Background: an optimization exercise with open tools, aiming at small area. Do not read the settings as production practice. Function was checked by simulation only, so behaviour that the tests miss may differ from the original. Power is estimated from default activity; no workload was simulated. The clock port is modelled as an ideal driver; clocking choices that lean on that would not hold on a real chip.

===== flow/run.sh =====
#!/bin/bash
# Own layout flow: the standard layout (standard.sh, with its standard synthesis,
# floorplan, power grid and tap cells) with three changes:
#  - the port buffers are buf_2 cells instead of the slow delay buffer buffer_ports picks;
#  - the clock tree clusters up to 30 sinks within 120 um and inserts no dummy loads;
#  - the resizer may change a cell's footprint when it upsizes a weak driver.
# make's output goes to flow_make.log; ORFS writes each step's full log under orfs/logs/.
set -euo pipefail
bash standard.sh finish \
  "BUFFER_PORTS_ARGS=-buffer_cell sky130_fd_sc_hd__buf_2" \
  "CTS_ARGS=-sink_clustering_enable -repair_clock_nets -dont_use_dummy_load -sink_clustering_size 30 -sink_clustering_max_diameter 120" \
  MATCH_CELL_FOOTPRINT=0 > flow_make.log 2>&1

===== standard.sh =====
#!/bin/bash
# synth_recipe.tcl (not shown) runs the flow's synth.tcl, then flattens the netlist and writes it again
# the make line also repeats each setting of config.mk as NAME=value (left out here)
make -C /OpenROAD-flow-scripts/flow DESIGN_CONFIG=/design/flow/config.mk WORK_HOME=/design/flow/orfs CLKGATE_MAP_FILE= SYNTH_SCRIPT=/design/flow/synth_recipe.tcl "${@:-finish}"

===== config.mk =====
export PLATFORM = sky130hd
export DESIGN_NAME = register_file
export DESIGN_NICKNAME = register_file
export VERILOG_FILES = /design/flow/design.v
export SDC_FILE = /design/flow/constraint.sdc
export NUM_CORES = 4
export LEC_CHECK = 0
export CAP_MARGIN = 20
export CORE_MARGIN = 2
export CORE_UTILIZATION = 45
export CTS_CLUSTER_DIAMETER = 120
export CTS_CLUSTER_SIZE = 30
export GPL_TIMING_DRIVEN = 0
export SLEW_MARGIN = 20
export SYNTH_HIERARCHICAL = 1
export SYNTH_MINIMUM_KEEP_SIZE = 0

===== constraint.sdc =====
create_clock -name core_clock -period 6.0 [get_ports {clk}]
set_input_delay 1.2000 -clock core_clock [delete_from_list [all_inputs] [get_ports {clk}]]
set_output_delay 1.2000 -clock core_clock [all_outputs]
set_load 0.01 [all_outputs]

===== design.v =====
package regfile_pkg;
   localparam int DATA_W   = 32;
   localparam int ADDR_W   = 5;
   localparam int NUM_REGS = 2 ** ADDR_W;
   typedef logic [ADDR_W-1:0] reg_addr_t;
   typedef logic [DATA_W-1:0] reg_data_t;
   localparam reg_addr_t ZERO_REG = 5'd0;
endpackage
module regfile_aoi222
(
   input  logic [2:0] s,
   input  logic [2:0] x,
   output logic       y
);
   assign y = ~|(s & x);
endmodule
module regfile_read_bit
(
   input  logic [regfile_pkg::NUM_REGS-1:1] sel,
   input  logic [regfile_pkg::NUM_REGS-1:1] d,
   output logic q
);
   logic [10:0] y;
   for (genvar g = 0; g < 10; g++) begin : grp
      regfile_aoi222 aoi (.s(sel[3*g+3:3*g+1]), .x(d[3*g+3:3*g+1]), .y(y[g]));
   end
   assign y[10] = ~(sel[31] & d[31]);
   assign q = ~&y;
endmodule
module regfile_and3
(
   input  logic a,
   input  logic b,
   input  logic c,
   output logic y
);
   assign y = a & b & c;
endmodule
module regfile_read_dec
(
   input  regfile_pkg::reg_addr_t addr,
   input  logic [regfile_pkg::NUM_REGS-1:1] valid,
   output logic [regfile_pkg::NUM_REGS-1:1] sel
);
   logic [3:0] lo;
   logic [7:0] hi;
   always_comb begin
      for (int j = 0; j < 4; j++) lo[j] = (addr[1:0] == j[1:0]);
      for (int k = 0; k < 8; k++) hi[k] = (addr[4:2] == k[2:0]);
   end
   for (genvar i = 1; i < regfile_pkg::NUM_REGS; i++) begin : row
      regfile_and3 a (.a(lo[i % 4]), .b(hi[i / 4]), .c(valid[i]), .y(sel[i]));
   end
endmodule
module regfile_read_port
(
   input  regfile_pkg::reg_addr_t addr,
   input  logic [regfile_pkg::NUM_REGS-1:1][regfile_pkg::DATA_W-1:0] regs,
   input  logic [regfile_pkg::NUM_REGS-1:1] valid,
   output regfile_pkg::reg_data_t data
);
   localparam int HALF = regfile_pkg::DATA_W / 2;
   logic [1:0][regfile_pkg::NUM_REGS-1:1] sel;
   for (genvar h = 0; h < 2; h++) begin : half
      regfile_read_dec dec (.addr(addr), .valid(valid), .sel(sel[h]));
   end
   for (genvar b = 0; b < regfile_pkg::DATA_W; b++) begin : bit_
      logic [regfile_pkg::NUM_REGS-1:1] d;
      for (genvar i = 1; i < regfile_pkg::NUM_REGS; i++) begin : reg_
         assign d[i] = regs[i][b];
      end
      regfile_read_bit rb (.sel(sel[b / HALF]), .d(d), .q(data[b]));
   end
endmodule
module regfile_hold
(
   input  logic en,
   input  logic enb,
   input  logic wd,
   input  logic q,
   output logic d
);
   assign d = (en & wd) | (enb & q);
endmodule
module regfile_and2
(
   input  logic a,
   input  logic b,
   output logic y
);
   assign y = a & b;
endmodule
module regfile_nand2
(
   input  logic a,
   input  logic b,
   output logic y
);
   assign y = ~(a & b);
endmodule
module regfile_write_dec
(
   input  regfile_pkg::reg_addr_t we,
   input  logic write,
   output logic [regfile_pkg::NUM_REGS-1:1] wen,
   output logic [regfile_pkg::NUM_REGS-1:1] wenb
);
   logic [3:0] lo;
   logic [7:0] hi;
   always_comb begin
      for (int j = 0; j < 4; j++) lo[j] = write && (we[1:0] == j[1:0]);
      for (int k = 0; k < 8; k++) hi[k] = (we[4:2] == k[2:0]);
   end
   for (genvar i = 1; i < regfile_pkg::NUM_REGS; i++) begin : row
      regfile_and2  a (.a(lo[i % 4]), .b(hi[i / 4]), .y(wen[i]));
      regfile_nand2 n (.a(lo[i % 4]), .b(hi[i / 4]), .y(wenb[i]));
   end
endmodule
module register_file
(
   input  logic      clk,
   input  logic      rst,
   input  regfile_pkg::reg_addr_t rs,
   input  regfile_pkg::reg_addr_t ra,
   input  regfile_pkg::reg_addr_t we,
   input  regfile_pkg::reg_data_t writeData,
   input  logic      write,
   output regfile_pkg::reg_data_t readDatars,
   output regfile_pkg::reg_data_t readDatara
);
   localparam int HALF = regfile_pkg::DATA_W / 2;
   logic [regfile_pkg::NUM_REGS-1:1][regfile_pkg::DATA_W-1:0] regs;
   logic [regfile_pkg::NUM_REGS-1:1][regfile_pkg::DATA_W-1:0] regs_d;
   logic [regfile_pkg::NUM_REGS-1:1] valid;
   logic [1:0][regfile_pkg::NUM_REGS-1:1] wen;
   logic [1:0][regfile_pkg::NUM_REGS-1:1] wenb;
   for (genvar h = 0; h < 2; h++) begin : half
      regfile_write_dec dec (.we(we), .write(write), .wen(wen[h]), .wenb(wenb[h]));
   end
   always_ff @(posedge clk or negedge rst)
      if (!rst) valid <= '0;
      else valid <= valid | wen[0];
   for (genvar i = 1; i < regfile_pkg::NUM_REGS; i++) begin : row
      for (genvar b = 0; b < regfile_pkg::DATA_W; b++) begin : col
         regfile_hold h (.en(wen[b / HALF][i]), .enb(wenb[b / HALF][i]), .wd(writeData[b]),
                         .q(regs[i][b]), .d(regs_d[i][b]));
      end
   end
   always_ff @(posedge clk) regs <= regs_d;
   regfile_read_port portRs (.addr(rs), .regs(regs), .valid(valid), .data(readDatars));
   regfile_read_port portRa (.addr(ra), .regs(regs), .valid(valid), .data(readDatara));
endmodule

==> flow_metrics.py, run 1 <==
metrics = {
    "run_status": {
        "outcome": "complete, no violations",
    },
    "logic_synthesis": {
        "synth_fp_nets": 3312,
        "syn_area_per_cell_sq_um": 12.1,
        "synthCells": 3262,
        "yosysUniqueCellTypes": 17,
        "synth.cell_area_sq_um": 39600,
        "synth-seq-cells": 1023,
        "synth_seq_area_share_pct": 52.1,
        "ys.warnings.count": 9,
    },
    "clock_network": {
        "numCtsBuffers": 40,
        "cts_max_level": 2,
        "cts_setup_buffers": 0,
        "root_buffer": "clkbuf_16",
        "clkLatencyLatePin_ns": 0.65,
        "clk_pin_slew_ns": 0.05,
        "postCtsHoldBufs": 0,
        "cts_tree": "done",
        "cts_buffer_depth": 3,
        "cts_resized": 0,
        "clock_sinks": 1023,
    },
    "power_and_ir_drop": {
        "pwr_density_cell_nw_per_um2": 346,
        "clkPwrFrac_pct": 22.7,
        "p_comb_share_pct": 14.1,
        "pwr-share-seq_pct": 63.1,
        "p_int_mw": 10.4,
        "power.net_switching_mw": 4.32,
        "swShare_pct": 29.3,
        "peakVddDrop_mv": 0.265,
        "leakage_nw": 17.7,
    },
    "timing": {
        "worst_pin_slew_ns": 1.18,
        "setup_viol": 0,
        "final.setup.tns_ns": 0,
        "finalHoldViolCount": 0,
        "max_slew_margin_pct": 21.3,
        "drv_slew": 0,
        "min_period_ns": 5.54,
        "fin_worst_skew_ns": 0,
        "timing.final.crit_share_pct": 92.4,
        "layout_setup_ws_ns": 0.458,
        "rsz0062_at_grt": "false",
        "fmax_ghz": 0.180,
    },
    "place": {
        "gp_congestion": 0.997,
        "placed_cell_area_sq_um": 41700,
        "hpwl_mm": 113,
        "dpl_worst_slack_ns": 0.751,
        "io_buffers": 113,
    },
    "setup_path": {
        "required_ns": 4.80,
        "path_max_fanout": 16,
        "worstSetupEndpointType": "output port",
        "path_class": "input port to output port",
        "critPathLaunchType": "input port",
        "arrival_ns": 4.34,
    },
    "floorplanning": {
        "core-area_sq_um": 87000,
        "die-area_sq_um": 90400,
        "start_util_pct": 45.5,
        "die_y_um": 301,
        "rows": 108,
        "dieWidth_um": 301,
        "ios": 114,
    },
    "route": {
        "antenna_left": 0,
        "drtIter0Drc": 11700,
        "num_vias": 38500,
        "viasPerCell": 8.41,
        "drtPass1Iterations": 13,
        "totalWireLength_mm": 181,
        "wl_per_cell_um": 39.5,
        "drc": 0,
    },
    "global_routing": {
        "antenna_found_initial": 17,
        "grtUsageMet3_pct": 9.62,
        "grt_pass1_vias": 35700,
        "grt_first_pass_wirelength_mm": 255,
        "met1_usage_pct": 50.6,
        "grt_max_degree": 32,
        "grtUsageMet2_pct": 56.6,
        "busiest_layer": "met2",
        "grt_usage_pct": 37.9,
        "grt_overflow_total": 0,
    },
    "cells_and_area": {
        "area_delta_synth_final_pct": 7.71,
        "mostFrequentLayoutCells": "a22o_1, dfxtp_1, a222oi_1, nand4_1",
        "n_fill_cell": 7764,
        "design_area_sq_um": 42700,
        "final_nets": 3469,
        "drive_gt1_share_pct": 5.33,
    },
    "min_path": {
        "hold_path.class": "flop to flop",
    },
    "job": {
        "drv_cap": 0,
    },
}
[metrics by stage]
step / total power [mW] / std cells / utilization [%] / hold WS [ns]
5_1_grt: 15.2 / 4574 / 49.0 / 0.522
2_1_floorplan: 10.4 / 3262 / - / 0.460
6_report: 14.8 / 4576 / 49.0 / 0.501
3_3_place_gp: 11.2 / 4530 / 47.8 / 0.472
4_1_cts: 14.6 / 4572 / 49.0 / 0.503
3_5_place_dp: 11.4 / 4532 / 47.9 / 0.477
[flip-flops by register name, indices dropped and copies added, names as in the netlist]
name   flops
regs     992
valid     31
[kinds of logic after synthesis]
group            count (synthesis)  share of synthesized area, %
AO/OA/AOI/OAI                 1696                          39.9
AND/OR/NAND/NOR                543                          8.01
flip-flops                    1023                          52.1
[power groups by stage]
stage	logic (mW)	registers, mW	clock network, mW
floorplan	1.35	9.04	0
global placement	1.92	9.24	0
detailed placement	2.00	9.38	0
CTS	2.01	9.24	3.37
global route	2.18	9.44	3.60
finish	2.09	9.32	3.35
[synthesized netlist by cell type]
cell        n  area [sq um]
dfxtp_1   992         19900
dfrtp_1    31           776
and2_1     66           413
nand2_1   126           473
and3b_2    18           180
or2_1      31           194
nor2_1      4          15.0
nor3b_1    20           150
a22o_1    992          8690
nand4_1   128           801
and3b_1     4          35.0
and3_1    126           788
nor2b_1     8          50.1
nor3_1      6          30.0
a222oi_1  640          6410
and3_2      6          45.0
a2111o_1   64           721
[worst max-delay path, stage by stage]
cell,delay [ns]
buf_2,0.32
nor3b_1,0.75
and3_1,0.95
a222oi_1,0.28
nand4_1,0.37
a2111o_1,0.27
buf_2,0.18
[worst paths after layout]
path | start | to | slack [ns] | cells past startpoint
worst max-delay path | rs[4] | readDatars[0] | 0.46 | 7
worst min-delay path | regs[746] | regs[746] | 0.50 | 1
worst max register to register | valid[29] | valid[29] | 5.09 | 1
worst min register to register | regs[746] | regs[746] | 0.50 | 1
max in group asynchronous | rst | valid[28] | 4.86 | 1
min in group asynchronous | rst | valid[12] | 0.62 | 1
[final cells by class]
cell class | count | area [sq um] | share of cell area (%)
repair buffers | 115 | 584 | 1.37
flip-flops and latches | 1023 | 20600 | 48.3
clock buffers | 40 | 1000 | 2.35
diodes | 4 | 10.0 | 0.0235
well taps | 1155 | 1450 | 3.39
multi-input cells | 2239 | 19000 | 44.5
[per-module statistics from Yosys (local to each module, per instance), a selection]
| module | cell area, sq um | copies in the design | cells |
|---|---|---|---|
| regfile_and2 | 6.26 | 62 | 1 |
| regfile_write_dec | 96.3 | 2 | 12 |
| register_file | 20800 | 1 | 1054 |
| regfile_hold | 8.76 | 992 | 1 |
| regfile_and3 | 6.26 | 124 | 1 |
| regfile_read_bit | 27.5 | 64 | 4 |
[layer usage]
layer  up-vias  wire length, um  share of wire [%]
li1      15400                -                  -
met1     19100            67200                 37
met2      3475            77100                 43
met3       544            25100                 14
met4        18            11300                6.2
met5         -              107              0.059
==> run 2, diff against run 1 <==
--- a/config.mk
+++ b/config.mk
@@ -7,8 +7,8 @@
 export LEC_CHECK = 0
 export CAP_MARGIN = 20
+export CELL_PAD_IN_SITES_DETAIL_PLACEMENT = 1
+export CELL_PAD_IN_SITES_GLOBAL_PLACEMENT = 1
 export CORE_MARGIN = 2
-export CORE_UTILIZATION = 45
-export CTS_CLUSTER_DIAMETER = 120
-export CTS_CLUSTER_SIZE = 30
+export CORE_UTILIZATION = 38
 export GPL_TIMING_DRIVEN = 0
 export SLEW_MARGIN = 20
==> run 2 against run 1 <==
Effect of this change:
- critical path depth unchanged
- via count decreased by 0.83%
- fmax decreased by 0.75%
- sequential power about the same
- still clean
- first-iteration DRC count decreased by 28%
- synthesized area unchanged
- highest routed layer unchanged
- combinational power increased by 2%
- routed wire length increased by 9.2%
==> flow_metrics.py, run 2 <==
metrics = {
    "run_status": {
        "outcome": "complete, no violations",
    },
    "power_and_ir_drop": {
        "total_power_mw": 14.9,
        "leakage_nw": 17.7,
        "pwr_density_cell_nw_per_um2": 346,
        "peakVddDrop_mv": 0.209,
    },
    "logic_synthesis": {
        "synth_common_cells": "a22o_1, dfxtp_1, a222oi_1",
        "synth.cell_area_sq_um": 39600,
        "synth_top_cell_by_area": "dfxtp_1",
        "synth_fp_nets": 3312,
        "synth-seq-cells": 1023,
        "synthCells": 3262,
        "synth-simple-area-share_pct": 8.01,
        "synth_ff_type": "dfxtp_1",
        "synth_compound_area_share_pct": 39.9,
        "synthAdderAreaFrac_pct": 0,
        "synth-edff-count": 0,
        "syn_area_per_cell_sq_um": 12.1,
        "synth_seq_area_share_pct": 52.1,
        "synthXorXnorAreaFrac_pct": 0,
        "synth_top_family_by_area": "compound AO/OA/AOI/OAI gates",
        "yosysUniqueCellTypes": 17,
        "ys.warnings.count": 9,
        "synth_area_leaders": "dfxtp_1, a22o_1, a222oi_1",
        "yosysTopAreaCellShare_pct": 50.1,
        "synth-async-reset-ratio_pct": 3.03,
        "synth.mux.area_fraction_pct": 0,
    },
    "clock_network": {
        "root_buffer": "clkbuf_16",
        "cts_tree": "done",
        "clk_pin_slew_ns": 0.11,
        "clkLatencyLatePin_ns": 0.65,
        "postCtsHoldBufs": 0,
        "numCtsBuffers": 40,
        "cts_buffer_depth": 3,
        "clock_sinks": 1023,
        "cts_resized": 0,
        "cts_max_level": 2,
        "cts_setup_buffers": 0,
    },
    "global_routing": {
        "grt_max_degree": 32,
        "grt_pass1_vias": 37800,
        "grt_usage_pct": 35.2,
        "grt_first_pass_wirelength_mm": 279,
        "antenna_found_initial": 21,
        "grt_overflow_total": 0,
    },
    "cells_and_area": {
        "top_regs": "regs: 992 flops, valid: 31 flops",
        "top_register": "regs",
        "design_area_sq_um": 43000,
        "drive_gt1_share_pct": 5.44,
        "mostFrequentLayoutCells": "a22o_1, dfxtp_1, a222oi_1, nand4_1, nand2_1",
        "largest_register_ff_count": 992,
        "area_delta_synth_final_pct": 8.55,
        "final_nets": 3470,
    },
    "floorplanning": {
        "rows": 118,
        "ios": 114,
        "die-area_sq_um": 107000,
        "dieWidth_um": 327,
        "core-area_sq_um": 103000,
        "die_y_um": 327,
        "start_util_pct": 38.3,
    },
    "setup_path": {
        "critPathLaunchType": "input port",
        "arrival_ns": 4.38,
        "path_class": "input port to output port",
        "path_max_fanout": 16,
        "worstSetupEndpointType": "output port",
        "required_ns": 4.80,
    },
    "place": {
        "gp_congestion": 0.950,
        "dpl_worst_slack_ns": 0.669,
        "hpwl_mm": 122,
        "io_buffers": 113,
        "placed_cell_area_sq_um": 41900,
    },
    "route": {
        "antenna_left": 0,
        "drtPass1Iterations": 10,
        "drtIter0Drc": 8459,
        "num_vias": 38200,
        "viasPerCell": 7.94,
        "totalWireLength_mm": 197,
        "wl_per_cell_um": 41.0,
        "drc": 0,
    },
    "min_path": {
        "hold_path.class": "flop to flop",
    },
    "timing": {
        "layout_setup_ws_ns": 0.416,
        "worst_pin_slew_ns": 1.25,
        "setup_viol": 0,
        "fmax_ghz": 0.179,
        "drv_slew": 0,
        "fin_worst_skew_ns": 0,
        "timing.final.crit_share_pct": 93.1,
        "final.setup.tns_ns": 0,
        "min_period_ns": 5.58,
        "rsz0062_at_grt": "false",
        "max_slew_margin_pct": 16.8,
        "finalHoldViolCount": 0,
        "timing.hold.ws_ns": 0.512,
    },
    "job": {
        "drv_cap": 0,
    },
}
run 2: cell count changes in the layout (fill, tap and decap cells not counted), sizes merged:
cell,delta
buf,+1
diode,+6
run 2: cell type report:
type	instances	area [sq um]
fill	10900	60500
sequential	1023	20600
multi-input combinational	2239	19000
tap	1380	1730
clock buffer	40	1000
timing repair buffer	116	619
antenna	10	25.0
run 2: kinds of logic after synthesis:
| kind of cell | Yosys count |
|---|---|
| flip-flops | 1023 |
| AND/OR/NAND/NOR | 543 |
| AO/OA/AOI/OAI | 1696 |
run 2: final timing paths:
check / start / to / slack (ns) / cells after the start
max in group asynchronous: rst / valid[17] / 4.97 / 1
setup reg to reg: valid[21] / valid[21] / 5.16 / 1
hold / removal: regs[873] / regs[873] / 0.51 / 1
hold reg to reg: regs[873] / regs[873] / 0.51 / 1
min in group asynchronous: rst / valid[7] / 0.56 / 1
setup / recovery: ra[4] / readDatara[17] / 0.42 / 7
run 2: report_power, final:
group / internal, mW / total [mW] / switching [mW]
clock network: 1.22 / 3.45 / 2.23
registers: 8.15 / 9.33 / 1.18
logic: 1.08 / 2.13 / 1.04
run 2: routing by layer:
metal / share of wire, % / track usage, % / vias to the layer above / wire length (um)
met4: 5.9 / 19.1 / 20 / 11700
met3: 11 / 7.91 / 507 / 21000
met2: 45 / 54.8 / 2679 / 87800
li1: - / - / 15400 / -
met1: 39 / 45.3 / 19600 / 76700
met5: 0.069 / 0 / - / 136
run 2: per-module statistics from Yosys, one instance, submodules excluded, excerpt:
module	area (sq um)	cells inside	flops+latches	times used
regfile_read_dec	87.6	12	0	4
register_file	20800	1054	1023	1
regfile_read_bit	27.5	4	0	64
regfile_write_dec	96.3	12	0	2
regfile_nand2	3.75	1	0	62
regfile_and2	6.26	1	0	62
regfile_and3	6.26	1	0	124
regfile_hold	8.76	1	0	992
regfile_aoi222	10.0	1	0	640
run 2: metrics by stage:
| step | std cells | utilization [%] |
|---|---|---|
| 6_report | 4808 | 41.6 |
| 5_1_grt | 4799 | 41.5 |
| 4_1_cts | 4796 | 41.5 |
| 3_5_place_dp | 4756 | 40.5 |
| 3_3_place_gp | 4755 | 40.5 |
| 2_1_floorplan | 3262 | - |
run 2: critical path, stage by stage:
cell	delay, ns
buf_2	0.28
and3b_2	0.30
and3_1	0.40
a222oi_1	0.94
nand4_1	0.60
a2111o_1	0.50
buf_2	0.15
==> run 3, diff against run 2 <==
--- a/design.v
+++ b/design.v
@@ -39,14 +39,9 @@
 module regfile_read_dec
 (
-   input  regfile_pkg::reg_addr_t addr,
+   input  logic [3:0] lo,
+   input  logic [7:0] hi,
    input  logic [regfile_pkg::NUM_REGS-1:1] valid,
    output logic [regfile_pkg::NUM_REGS-1:1] sel
 );
-   logic [3:0] lo;
-   logic [7:0] hi;
-   always_comb begin
-      for (int j = 0; j < 4; j++) lo[j] = (addr[1:0] == j[1:0]);
-      for (int k = 0; k < 8; k++) hi[k] = (addr[4:2] == k[2:0]);
-   end
    for (genvar i = 1; i < regfile_pkg::NUM_REGS; i++) begin : row
       regfile_and3 a (.a(lo[i % 4]), .b(hi[i / 4]), .c(valid[i]), .y(sel[i]));
@@ -62,6 +57,12 @@
    localparam int HALF = regfile_pkg::DATA_W / 2;
    logic [1:0][regfile_pkg::NUM_REGS-1:1] sel;
+   logic [3:0] lo;
+   logic [7:0] hi;
+   always_comb begin
+      for (int j = 0; j < 4; j++) lo[j] = (addr[1:0] == j[1:0]);
+      for (int k = 0; k < 8; k++) hi[k] = (addr[4:2] == k[2:0]);
+   end
    for (genvar h = 0; h < 2; h++) begin : half
-      regfile_read_dec dec (.addr(addr), .valid(valid), .sel(sel[h]));
+      regfile_read_dec dec (.lo(lo), .hi(hi), .valid(valid), .sel(sel[h]));
    end
    for (genvar b = 0; b < regfile_pkg::DATA_W; b++) begin : bit_
@@ -101,15 +102,9 @@
 module regfile_write_dec
 (
-   input  regfile_pkg::reg_addr_t we,
-   input  logic write,
+   input  logic [3:0] lo,
+   input  logic [7:0] hi,
    output logic [regfile_pkg::NUM_REGS-1:1] wen,
    output logic [regfile_pkg::NUM_REGS-1:1] wenb
 );
-   logic [3:0] lo;
-   logic [7:0] hi;
-   always_comb begin
-      for (int j = 0; j < 4; j++) lo[j] = write && (we[1:0] == j[1:0]);
-      for (int k = 0; k < 8; k++) hi[k] = (we[4:2] == k[2:0]);
-   end
    for (genvar i = 1; i < regfile_pkg::NUM_REGS; i++) begin : row
       regfile_and2  a (.a(lo[i % 4]), .b(hi[i / 4]), .y(wen[i]));
@@ -135,6 +130,12 @@
    logic [1:0][regfile_pkg::NUM_REGS-1:1] wen;
    logic [1:0][regfile_pkg::NUM_REGS-1:1] wenb;
+   logic [3:0] wlo;
+   logic [7:0] whi;
+   always_comb begin
+      for (int j = 0; j < 4; j++) wlo[j] = write && (we[1:0] == j[1:0]);
+      for (int k = 0; k < 8; k++) whi[k] = (we[4:2] == k[2:0]);
+   end
    for (genvar h = 0; h < 2; h++) begin : half
-      regfile_write_dec dec (.we(we), .write(write), .wen(wen[h]), .wenb(wenb[h]));
+      regfile_write_dec dec (.lo(wlo), .hi(whi), .wen(wen[h]), .wenb(wenb[h]));
    end
    always_ff @(posedge clk or negedge rst)
==> flow/run.sh (replaced) <==
#!/bin/bash
# Own layout flow: the standard layout (standard.sh, with its standard synthesis,
# floorplan, power grid and tap cells) with three changes:
#  - the port buffers are buf_2 cells instead of the slow delay buffer buffer_ports picks;
#  - the clock tree clusters up to 28 sinks within 120 um and inserts no dummy loads;
#  - the resizer may change a cell's footprint when it upsizes a weak driver.
# make's output goes to flow_make.log; ORFS writes each step's full log under orfs/logs/.
set -euo pipefail
bash standard.sh finish \
  "BUFFER_PORTS_ARGS=-buffer_cell sky130_fd_sc_hd__buf_2" \
  "CTS_ARGS=-sink_clustering_enable -repair_clock_nets -dont_use_dummy_load -sink_clustering_size 28 -sink_clustering_max_diameter 120" \
  MATCH_CELL_FOOTPRINT=0 > flow_make.log 2>&1
==> run 3 against run 2 <==
Effect of this change:
- synthesized area shrank 0.69%
- fmax shrank 0.66%
- sequential share of layout area grew 0.057 points
- sequential power is essentially flat
- combinational power shrank 2%
- count of clock-buffer cells in the layout grew 2
- first-iteration DRC count shrank 7.3%
- clock skew is the same
- critical path depth is the same
==> flow_metrics.py, run 3 <==
metrics = {
    "clock_network": {
        "cts_tree": "done",
        "clock_sinks": 1023,
        "cts_buffer_depth": 3,
        "cts_resized": 0,
        "numCtsBuffers": 42,
        "clk_pin_slew_ns": 0.08,
        "clkLatencyLatePin_ns": 0.63,
        "root_buffer": "clkbuf_16",
        "cts_max_level": 2,
        "postCtsHoldBufs": 0,
        "cts_setup_buffers": 0,
    },
    "cells_and_area": {
        "top_register": "regs",
        "top_regs": "regs: 992 flops, valid: 31 flops",
        "largest_register_ff_count": 992,
        "multi_input_area_sq_um": 18800,
        "drive_gt1_share_pct": 6.75,
        "n_fill_cell": 10900,
        "area_delta_synth_final_pct": 9.17,
        "mostFrequentLayoutCells": "a22o_1, dfxtp_1, a222oi_1, nand4_1, nand2_1",
        "final_nets": 3446,
        "ff_latch_area_sq_um": 20600,
    },
    "power_and_ir_drop": {
        "pwr_density_cell_nw_per_um2": 346,
        "total_power_mw": 14.9,
        "peakVddDrop_mv": 0.246,
        "leakage_nw": 17.7,
    },
    "timing": {
        "max_slew_margin_pct": 12.4,
        "layout_setup_ws_ns": 0.379,
        "min_period_ns": 5.62,
        "fmax_ghz": 0.178,
        "finalHoldViolCount": 0,
        "worst_pin_slew_ns": 1.30,
        "fin_worst_skew_ns": 0,
        "setup_viol": 0,
        "drv_slew": 0,
        "timing.final.crit_share_pct": 93.7,
        "final.setup.tns_ns": 0,
        "timing.hold.ws_ns": 0.505,
        "rsz0062_at_grt": "false",
    },
    "setup_path": {
        "arrival_ns": 4.42,
        "reg2reg_depth": 1,
        "r2r_end": "valid[27]",
        "critPathLaunchType": "input port",
        "r2r-start": "valid[27]",
        "cp-startpoint": "ra[4]",
        "reg2reg_slack_ns": 5.16,
        "path_max_fanout": 16,
        "worstSetupEndpointType": "output port",
        "path_class": "input port to output port",
        "required_ns": 4.80,
        "crit_end": "readDatara[17]",
    },
    "logic_synthesis": {
        "synth.cell_area_sq_um": 39400,
        "synth-async-reset-ratio_pct": 3.03,
        "yosysUniqueCellTypes": 17,
        "ys.warnings.count": 8,
        "synth_common_cells": "a22o_1, dfxtp_1, a222oi_1",
        "synth_top_cell_by_area": "dfxtp_1",
        "synth_compound_area_share_pct": 40.2,
        "synth_fp_nets": 3276,
        "synth_area_leaders": "dfxtp_1, a22o_1, a222oi_1",
        "syn_area_per_cell_sq_um": 12.2,
        "synth-edff-count": 0,
        "synth-seq-cells": 1023,
        "synth-simple-area-share_pct": 7.38,
        "synth.mux.area_fraction_pct": 0,
        "synthAdderAreaFrac_pct": 0,
        "synth_ff_type": "dfxtp_1",
        "synth_top_family_by_area": "compound AO/OA/AOI/OAI gates",
        "synthXorXnorAreaFrac_pct": 0,
        "yosysTopAreaCellShare_pct": 50.5,
        "synth_seq_area_share_pct": 52.4,
        "synthCells": 3226,
    },
    "global_routing": {
        "grt_pass1_vias": 36500,
        "antenna_found_initial": 13,
        "grt_overflow_total": 0,
        "grt_first_pass_wirelength_mm": 255,
        "grt_usage_pct": 31.4,
        "grt_max_degree": 32,
    },
    "floorplanning": {
        "rows": 118,
        "die_y_um": 326,
        "ios": 114,
        "dieWidth_um": 326,
        "start_util_pct": 38.2,
        "core-area_sq_um": 103000,
        "die-area_sq_um": 106000,
    },
    "route": {
        "wl_per_cell_um": 36.8,
        "num_vias": 37000,
        "totalWireLength_mm": 176,
        "viasPerCell": 7.73,
        "drc": 0,
        "drtIter0Drc": 7840,
        "drtPass1Iterations": 11,
        "antenna_left": 0,
    },
    "min_path": {
        "hold_depth": 1,
        "hold_path.class": "flop to flop",
    },
    "job": {
        "drv_cap": 0,
    },
    "place": {
        "hpwl_mm": 119,
        "gp_congestion": 0.936,
        "dpl_worst_slack_ns": 0.539,
        "io_buffers": 113,
    },
    "run_status": {
        "outcome": "complete, no violations",
    },
}
==> run 3: cell count changes after synthesis, sizes merged <==
cell | before | now
nor3 | 6 | 3
and2 | 66 | 64
and3 | 132 | 128
nor2 | 4 | 2
and3b | 22 | 11
nor2b | 8 | 4
nor3b | 20 | 10
==> run 3: how the worst min path moves through the flow <==
stage / start / endpoint / slack (ns)
6_report: regs[811] / regs[811] / 0.51
5_1_grt: regs[62] / regs[62] / 0.52
4_1_cts: regs[811] / regs[811] / 0.51
3_5_place_dp: regs[212] / regs[212] / 0.48
3_3_place_gp: regs[300] / regs[300] / 0.47
2_1_floorplan: regs[0] / regs[0] / 0.46
==> run 3: modules after synthesis (local to each module, per instance), excerpt <==
| module | area [sq um] | copies in the design | flip-flops and latches | cells inside |
|---|---|---|---|---|
| regfile_and3 | 6.26 | 124 | 0 | 1 |
| regfile_aoi222 | 10.0 | 640 | 0 | 1 |
| register_file | 20900 | 1 | 1023 | 1066 |
| regfile_nand2 | 3.75 | 62 | 0 | 1 |
| regfile_read_port | 87.6 | 2 | 0 | 12 |
| regfile_read_bit | 27.5 | 64 | 0 | 4 |
| regfile_and2 | 6.26 | 62 | 0 | 1 |
| regfile_hold | 8.76 | 992 | 0 | 1 |
==> run 3: metal layers <==
layer	routed length, um	share of wire, %	track usage (%)	up-vias
met4	9860	5.6	15.8	8
li1	-	-	-	15300
met2	82100	47	50.8	2258
met1	69200	39	41.6	19100
met5	55	0.031	0	-
met3	14600	8.3	3.43	360
==> run 3: cells by family (layout without fill, tap and decap cells) <==
family / count (synthesis) / count (layout)
AOI/OAI and AO/OA: 1696 / 1696
DFF: 1023 / 1023
buffers and inverters: 0 / 168
other: 0 / 8
and+or+nand+nor: 507 / 507
==> run 3: area by class of cell <==
type                       instances  area share [%]
sequential                      1023            48.0
multi-input combinational       2203            43.7
tap                             1380            4.02
clock buffer                      42            2.45
timing repair buffer             126            1.74
antenna                            8          0.0466
==> run 3: through the flow <==
step / instances / util [%] / cell area (sq um)
2_1_floorplan: 3226 / - / 39400
3_3_place_gp: 4719 / 40.4 / 41600
3_5_place_dp: 4732 / 40.6 / 41900
4_1_cts: 4774 / 41.6 / 42900
5_1_grt: 4775 / 41.7 / 42900
6_report: 4782 / 41.7 / 43000
==> run 3: report_power, final <==
part | total (mW) | switching [mW] | internal, mW
logic | 2.08 | 0.990 | 1.09
registers | 9.31 | 1.16 | 8.15
clock network | 3.47 | 2.20 | 1.27
total | 14.9 | 4.35 | 10.5
==> run 3: critical path, stage by stage <==
cell	delay (ns)
buf_2	0.14
nor3_1	1.04
and3_1	0.91
a222oi_1	0.37
nand4_1	0.23
a2111o_1	0.32
buf_2	0.20
==> run 4, diff against run 3 <==
==> flow/run.sh (replaced) <==
#!/bin/bash
# Own layout flow: the standard layout (standard.sh, with its standard synthesis,
# floorplan, power grid and tap cells) with three changes:
#  - the port buffers are buf_1 cells instead of the slow delay buffer buffer_ports picks;
#  - the clock tree clusters up to 28 sinks within 120 um and inserts no dummy loads;
#  - the resizer may change a cell's footprint when it upsizes a weak driver.
# make's output goes to flow_make.log; ORFS writes each step's full log under orfs/logs/.
set -euo pipefail
bash standard.sh finish \
  "BUFFER_PORTS_ARGS=-buffer_cell sky130_fd_sc_hd__buf_1" \
  "CTS_ARGS=-sink_clustering_enable -repair_clock_nets -dont_use_dummy_load -sink_clustering_size 28 -sink_clustering_max_diameter 120" \
  MATCH_CELL_FOOTPRINT=0 > flow_make.log 2>&1
==> run 4 against run 3 <==
Effect of this change:
- still clean
- non-clock buffer count is 10 higher
- synthesized cell count stayed put
- highest routed layer unchanged
- core utilization is 0.069 points higher
- clock skew stayed put
- via count rose by 0.33%
- clock power barely moved
- routed wire length grew 0.78%
==> flow_metrics.py, run 4 <==
metrics = {
    "power_and_ir_drop": {
        "p_int_mw": 10.5,
        "total_power_mw": 14.9,
        "p_comb_share_pct": 14.0,
        "leakage_nw": 17.5,
        "power.net_switching_mw": 4.37,
        "pwr_density_cell_nw_per_um2": 346,
        "clkPwrFrac_pct": 23.5,
        "swShare_pct": 29.4,
        "pwr-share-seq_pct": 62.5,
        "peakVddDrop_mv": 0.206,
    },
    "logic_synthesis": {
        "synth.cell_area_sq_um": 39400,
        "synth_area_leaders": "dfxtp_1, a22o_1, a222oi_1",
        "ys.warnings.count": 8,
        "synth_ff_type": "dfxtp_1",
        "synth_fp_nets": 3276,
        "synth-edff-count": 0,
        "yosysUniqueCellTypes": 17,
        "synth-async-reset-ratio_pct": 3.03,
        "yosysTopAreaCellShare_pct": 50.5,
        "synth_top_cell_by_area": "dfxtp_1",
        "syn_area_per_cell_sq_um": 12.2,
        "synth-seq-cells": 1023,
        "synth_common_cells": "a22o_1, dfxtp_1, a222oi_1",
        "synthCells": 3226,
        "synth_seq_area_share_pct": 52.4,
    },
    "clock_network": {
        "root_buffer": "clkbuf_16",
        "cts_max_level": 2,
        "cts_resized": 0,
        "clkLatencyLatePin_ns": 0.65,
        "cts_buffer_depth": 3,
        "numCtsBuffers": 42,
        "cts_setup_buffers": 0,
        "cts_tree": "done",
        "postCtsHoldBufs": 0,
        "clk_pin_slew_ns": 0.11,
        "clock_sinks": 1023,
    },
    "route": {
        "drtPass1Iterations": 14,
        "antenna_left": 0,
        "wl_per_cell_um": 37.0,
        "drc": 0,
        "num_vias": 37100,
        "totalWireLength_mm": 177,
        "drtIter0Drc": 7936,
        "viasPerCell": 7.74,
    },
    "global_routing": {
        "grt_usage_pct": 31.5,
        "grt_pass1_vias": 36300,
        "antenna_found_initial": 10,
        "grt_overflow_total": 0,
        "grt_first_pass_wirelength_mm": 255,
        "grt_max_degree": 33,
    },
    "timing": {
        "drv_slew": 0,
        "layout_setup_ws_ns": 0.382,
        "fmax_ghz": 0.178,
        "max_slew_margin_pct": 16.8,
        "finalHoldViolCount": 0,
        "timing.final.crit_share_pct": 93.6,
        "setup_viol": 0,
        "rsz0062_at_grt": "false",
        "min_period_ns": 5.62,
        "fin_worst_skew_ns": 0,
        "worst_pin_slew_ns": 1.24,
    },
    "setup_path": {
        "cpMostUsedCell": "buf_1",
        "worstSetupEndpointType": "output port",
        "reg2reg_slack_ns": 5.15,
        "arrival_ns": 4.42,
        "r2r_end": "valid[25]",
        "r2r-start": "valid[25]",
        "path_max_fanout": 16,
        "critPathLaunchType": "input port",
        "cpPeakStageDelay_ns": 0.99,
        "cp_slowest_cell": "and3_1",
        "path_class": "input port to output port",
        "required_ns": 4.80,
        "reg2reg_depth": 1,
        "crit_chain": "buf_1, nor3b_1, and3_1, a222oi_1, nand4_1, a2111o_1, buf_1",
    },
    "place": {
        "gp_congestion": 0.911,
        "dpl_worst_slack_ns": 0.445,
        "io_buffers": 113,
        "hpwl_mm": 119,
    },
    "cells_and_area": {
        "top_regs": "regs: 992 flops, valid: 31 flops",
        "final_util_pct": 41.8,
        "area_delta_synth_final_pct": 9.35,
        "drive_gt1_share_pct": 4.61,
        "largest_register_ff_count": 992,
        "mostFrequentLayoutCells": "a22o_1, dfxtp_1, a222oi_1, nand4_1, nand2_1",
        "n_fill_cell": 11000,
        "top_register": "regs",
        "final_nets": 3456,
    },
    "floorplanning": {
        "die_y_um": 326,
        "die-area_sq_um": 106000,
        "core-area_sq_um": 103000,
        "dieWidth_um": 326,
        "ios": 114,
        "rows": 118,
        "start_util_pct": 38.2,
    },
    "min_path": {
        "hold_path.class": "input port to async pin",
    },
    "job": {
        "drv_cap": 0,
    },
    "run_status": {
        "outcome": "complete, no violations",
    },
}
[run 4: area by class of cell]
type | count | area, sq um | share of cell area, %
Antenna cell | 5 | 12.5 | 0.0291
Clock buffer | 42 | 1050 | 2.44
Multi-Input combinational cell | 2203 | 18800 | 43.6
Sequential cell | 1023 | 20600 | 48.0
Tap cell | 1380 | 1730 | 4.01
Timing Repair Buffer | 136 | 835 | 1.94
[run 4: worst max-delay path: cells and delay by family]
| family | cells | cell delay (ns) |
|---|---|---|
| AOI/OAI and AO/OA | 2 | 0.52 |
| buffers and inverters | 2 | 0.42 |
| and+or+nand+nor | 3 | 2.24 |
[run 4: per-module statistics from Yosys, one instance, submodules excluded, excerpt]
| module | times used | flops+latches | cells |
|---|---|---|---|
| register_file | 1 | 1023 | 1066 |
| regfile_read_port | 2 | 0 | 12 |
| regfile_read_bit | 64 | 0 | 4 |
| regfile_aoi222 | 640 | 0 | 1 |
| regfile_hold | 992 | 0 | 1 |
| regfile_and2 | 62 | 0 | 1 |
| regfile_and3 | 124 | 0 | 1 |
| regfile_nand2 | 62 | 0 | 1 |
[run 4: power by group through the flow]
| stage | clock network, mW | logic, mW | registers [mW] |
|---|---|---|---|
| floorplan | 0 | 1.36 | 9.04 |
| detailed placement | 0 | 2.03 | 9.37 |
| global route | 3.78 | 2.20 | 9.44 |
| CTS | 3.57 | 2.04 | 9.23 |
| finish | 3.49 | 2.08 | 9.30 |
| global placement | 0 | 1.90 | 9.23 |
[run 4: cells by family after synthesis]
group	share of synthesized area [%]
DFF	52.4
and+or+nand+nor	7.38
AOI/OAI and AO/OA	40.2
[run 4: worst max-delay path by stage]
stage | startpoint | endpoint | slack (ns) | cells after the start
after floorplan | ra[0] | readDatara[0] | 2.20 | 5
after global placement | write | regs[742] | -0.54 | 4
after detailed placement | rs[4] | readDatars[17] | 0.45 | 7
after CTS | rs[4] | readDatars[17] | 0.44 | 7
after global routing | ra[4] | readDatara[13] | 0.28 | 7
final | ra[4] | readDatara[13] | 0.38 | 7
[run 4: metrics by stage]
step / cell area (sq um) / hold slack [ns] / instances / TNS [ns]
floorplan: 39400 / 0.460 / 3226 / 0
global placement: 41500 / 0.472 / 4719 / -104.89
detailed placement: 42000 / 0.478 / 4742 / 0
CTS: 43000 / 0.306 / 4784 / 0
global route: 43000 / 0.316 / 4784 / 0
finish: 43000 / 0.335 / 4789 / 0
[run 4: layer usage]
layer	part of all wire (%)	track usage, %	vias to the layer above	wire length [um]
met5	0.036	0	-	63
met4	5.3	14.6	10	9340
met3	8.2	3.82	339	14500
met2	47	51.1	2219	82900
met1	40	41.9	19200	70300
li1	-	-	15300	-

[port drivers added, routing unchanged]
How much do the figures lean on ideal ports? The routed layouts below were timed once more, with nothing changed but the port constraints.
Step 1 (the two cells are an assumption about what drives the block):
set clk [get_ports {clk}]
set_driving_cell -lib_cell sky130_fd_sc_hd__clkbuf_16 $clk
set_driving_cell -lib_cell sky130_fd_sc_hd__buf_2 [delete_from_list [all_inputs] $clk]
Step 2 moves the port delays by t, midway between the first and last clock arrival at a register: inputs arrive t later, outputs are due t later. That takes back most of the time a late clock gives input paths.
Three values: no drivers, after step 1, after step 2; two values: the first two.
| run | t, ns | setup slack, ns | worst hold slack (ns) | latest minus earliest clock arrival (ns) |
|---|---|---|---|---|
| run 1 | 0.699 | 0.458 / 0.337 / 0.337 | 0.501 / 0.501 / 0.501 | 0.064 / 0.065 |
| run 2 | 0.742 | 0.416 / 0.292 / 0.292 | 0.512 / 0.512 / 0.512 | 0.048 / 0.047 |
| run 3 | 0.703 | 0.379 / 0.270 / 0.270 | 0.505 / 0.505 / 0.505 | 0.029 / 0.030 |
| run 4 | 0.728 | 0.382 / 0.224 / 0.224 | 0.335 / 0.295 / 0.510 | 0.045 / 0.045 |
After both steps setup and hold are still met in every run listed. For run 4, which loses most, drivers alone change the setup slack by -0.158 ns; drivers and shift together by -0.158 ns.
